This is an optimization exercise on Yosys and OpenROAD, whose aim is small area, a short achievable clock period and few clock cycles per item, not a production implementation. Function was checked by simulation only, so behaviour that the tests miss may differ from the original.

// date_seconds_of_year_converter_unit
module date_seconds_of_year_converter_unit (
    input  logic                            i_clk,
    input  logic                            i_rst_n,
    input  logic                            i_in_valid,
    output logic                            o_in_ready,
    input  logic                            i_in_mode,
    input  logic [dsoyc_pkg::WYear-1:0]     i_in_year,
    input  logic [dsoyc_pkg::WMonth-1:0]    i_in_month,
    input  logic [dsoyc_pkg::WDay-1:0]      i_in_day,
    input  logic [dsoyc_pkg::WHour-1:0]     i_in_hour,
    input  logic [dsoyc_pkg::WMinute-1:0]   i_in_minute,
    input  logic [dsoyc_pkg::WSecond-1:0]   i_in_second,
    input  logic [dsoyc_pkg::WSeconds-1:0]  i_in_seconds,
    output logic                            o_out_valid,
    input  logic                            i_out_ready,
    output logic [dsoyc_pkg::WSeconds-1:0]  o_out_seconds,
    output logic [dsoyc_pkg::WMonth-1:0]    o_out_month,
    output logic [dsoyc_pkg::WDay-1:0]      o_out_day,
    output logic [dsoyc_pkg::WHour-1:0]     o_out_hour,
    output logic [dsoyc_pkg::WMinute-1:0]   o_out_minute,
    output logic [dsoyc_pkg::WSecond-1:0]   o_out_second,
    output logic                            o_out_range_error
);
For scale: about 1500 cells after synthesis, roughly 120 I/O pins.
clock: 9.0 ns
lec_check: 0
cap_margin: 20
core_margin: 2
core_utilization: 40
setup_slack_margin: 5
slew_margin: 20
standard.sh (not shown) runs the stock make flow with config.mk's settings and CLKGATE_MAP_FILE= SYNTH_SCRIPT=/design/flow/synth_recipe.tcl, a recipe that flattens the netlist after the stock synthesis.
==> flow/flow/run.sh <==
#!/bin/bash
# The standard layout, with the port buffers made of sky130_fd_sc_hd__buf_1 cells.
set -euo pipefail
sed 's|SETUP_SLACK_MARGIN=5 |SETUP_SLACK_MARGIN=5 BUFFER_PORTS_ARGS="-buffer_cell sky130_fd_sc_hd__buf_1" |' standard.sh > standard_b.sh
bash standard_b.sh > standard.log 2>&1
Testbench counts at the start, summed over its fixed seeds: cycles 24,040, items 24,000.
Next try:
==> flow/flow/run.sh (replaced) <==
#!/bin/bash
# standard layout, with the setup repair aiming at a larger slack margin
set -euo pipefail
sed 's/SETUP_SLACK_MARGIN=5 /SETUP_SLACK_MARGIN=5.5 /' standard.sh > standard_m.sh
bash standard_m.sh > standard.log 2>&1
Effect: The new run produced a clean layout; cell count climbs by 1.4%; die area does not change; clock-buffer cell count stays the same; worst setup slack gets worse by 0.030 ns; synthesized cell count does not change; global-route usage climbs by 0.97 points; synthesized area stays the same; design area climbs by 7.4%; via count climbs by 0.39%; non-clock buffer count climbs by 31; critical path depth drops by 2.

date_seconds_of_year_converter_unit, a different RTL version from the one above (not shown whole).
Size in the first run: about 1200 cells after synthesis, roughly 130 flip-flops, about 120 I/O pins.
==> flow/design.v (excerpt) <==
module date_seconds_of_year_converter_unit (
    input  logic                            i_clk,
    input  logic                            i_rst_n,
    input  logic                            i_in_valid,
    output logic                            o_in_ready,
    input  logic                            i_in_mode,
    input  logic [dsoyc_pkg::WYear-1:0]     i_in_year,
    input  logic [dsoyc_pkg::WMonth-1:0]    i_in_month,
    input  logic [dsoyc_pkg::WDay-1:0]      i_in_day,
    input  logic [dsoyc_pkg::WHour-1:0]     i_in_hour,
    input  logic [dsoyc_pkg::WMinute-1:0]   i_in_minute,
    input  logic [dsoyc_pkg::WSecond-1:0]   i_in_second,
    input  logic [dsoyc_pkg::WSeconds-1:0]  i_in_seconds,
    output logic                            o_out_valid,
    input  logic                            i_out_ready,
    output logic [dsoyc_pkg::WSeconds-1:0]  o_out_seconds,
    output logic [dsoyc_pkg::WMonth-1:0]    o_out_month,
    output logic [dsoyc_pkg::WDay-1:0]      o_out_day,
    output logic [dsoyc_pkg::WHour-1:0]     o_out_hour,
    output logic [dsoyc_pkg::WMinute-1:0]   o_out_minute,
    output logic [dsoyc_pkg::WSecond-1:0]   o_out_second,
    output logic                            o_out_range_error
);
clock: 9.0 ns
lec_check: 0
cap_margin: 20
core_margin: 2
core_utilization: 40
setup_slack_margin: 5
slew_margin: 20
==> flow/flow/run.sh <==
#!/bin/bash
# The standard layout with these changes:
#  - the port buffers are sky130_fd_sc_hd__buf_1 cells;
#  - the setup repair aims at a slack margin of 5.2 ns;
#  - synthesis runs the standard flow's synthesis script with yosys's synth called with -noabc
#    as well (flow/synth.tcl), so the generic abc pass does not restructure the
#    carry-save adders before they are mapped to full and half adder cells.
#    Registers are inferred exactly as in the standard synthesis.
set -euo pipefail
here=$(pwd)
sed -e 's|SETUP_SLACK_MARGIN=5 |SETUP_SLACK_MARGIN=5.2 BUFFER_PORTS_ARGS="-buffer_cell sky130_fd_sc_hd__buf_1" |' \
    -e "s|SYNTH_SCRIPT=[^ ]*|SYNTH_SCRIPT=$here/flow/synth.tcl|" standard.sh > standard_b.sh
bash standard_b.sh > standard.log 2>&1
==> flow/flow/synth.tcl <==
proc synth {args} { yosys synth -nofsm -noshare -noabc {*}$args }
source $::env(SCRIPTS_DIR)/synth.tcl
# left out here: clear keep_hierarchy, flatten, clean up, hide names made inside functions, write 1_2_yosys.v
The baseline produced a clean layout.
Testbench counts at the start, summed over its fixed seeds: cycles 24,032, items 24,000.
Edit:
==> flow/flow/run.sh (replaced) <==
#!/bin/bash
# The standard layout with these changes:
#  - the port buffers are sky130_fd_sc_hd__buf_1 cells;
#  - synthesis runs the standard flow's synthesis script with yosys's synth called with -noabc
#    as well (flow/synth.tcl), so the generic abc pass does not restructure the
#    carry-save adders before they are mapped to full and half adder cells.
#    Registers are inferred exactly as in the standard synthesis;
#  - extra ORFS settings: CORE_UTILIZATION=50
set -euo pipefail
here=$(pwd)
sed -e 's|SETUP_SLACK_MARGIN=5 |SETUP_SLACK_MARGIN=5 BUFFER_PORTS_ARGS="-buffer_cell sky130_fd_sc_hd__buf_1" CORE_UTILIZATION=50 |' \
    -e "s|SYNTH_SCRIPT=[^ ]*|SYNTH_SCRIPT=$here/flow/synth.tcl|" standard.sh > standard_b.sh
bash standard_b.sh > standard.log 2>&1
After rerunning: The changed run went through all stages and came out clean; first-iteration DRC count rose by 2.6%; sequential cell count is unchanged; routed wire length went down by 1.9%; setup slack loses 0.0089 ns; worst hold slack stays flat.

## what the ideal ports hide
No port has a modelled driver above. Below, the same layouts with a new extraction and two added sets of constraints. Step 1 (the two cells are an assumption about what drives the block):
set clk [get_ports {i_clk}]
set_driving_cell -lib_cell sky130_fd_sc_hd__clkbuf_16 $clk
set_driving_cell -lib_cell sky130_fd_sc_hd__buf_2 [delete_from_list [all_inputs] $clk]
Step 2 adds t to the input delays and takes it off the output delays; t is the mean of the earliest and latest rising clock arrival at the registers after step 1. Input paths then give back, and output paths get back, about the clock's delay inside the block. Three values: ideal ports, drivers, drivers and shift; two values: the first two.
| run | t (ns) | setup slack, ns | hold WS [ns] | worst setup path after step 2 | worst data-port slew with drivers (ns) |
|---|---|---|---|---|---|
| the first run of note 1 | 0.506 | 4.929 / 4.929 / 4.837 | 0.421 / 0.421 / 0.421 | input to register | 0.03 |
| the second run of note 1 | 0.507 | 4.899 / 4.899 / 4.899 | 0.418 / 0.418 / 0.418 | register to register | 0.04 |
| the first run of note 2 | 0.474 | 4.972 / 4.934 / 4.761 | 0.418 / 0.418 / 0.418 | input to register | 0.05 |
| the second run of note 2 | 0.467 | 4.963 / 4.927 / 4.682 | 0.416 / 0.416 / 0.416 | input to register | 0.04 |
After both steps setup and hold are still met in every run listed. For the second run of note 2, which loses most, drivers alone change the setup slack by -0.036 ns; drivers and shift together by -0.281 ns.
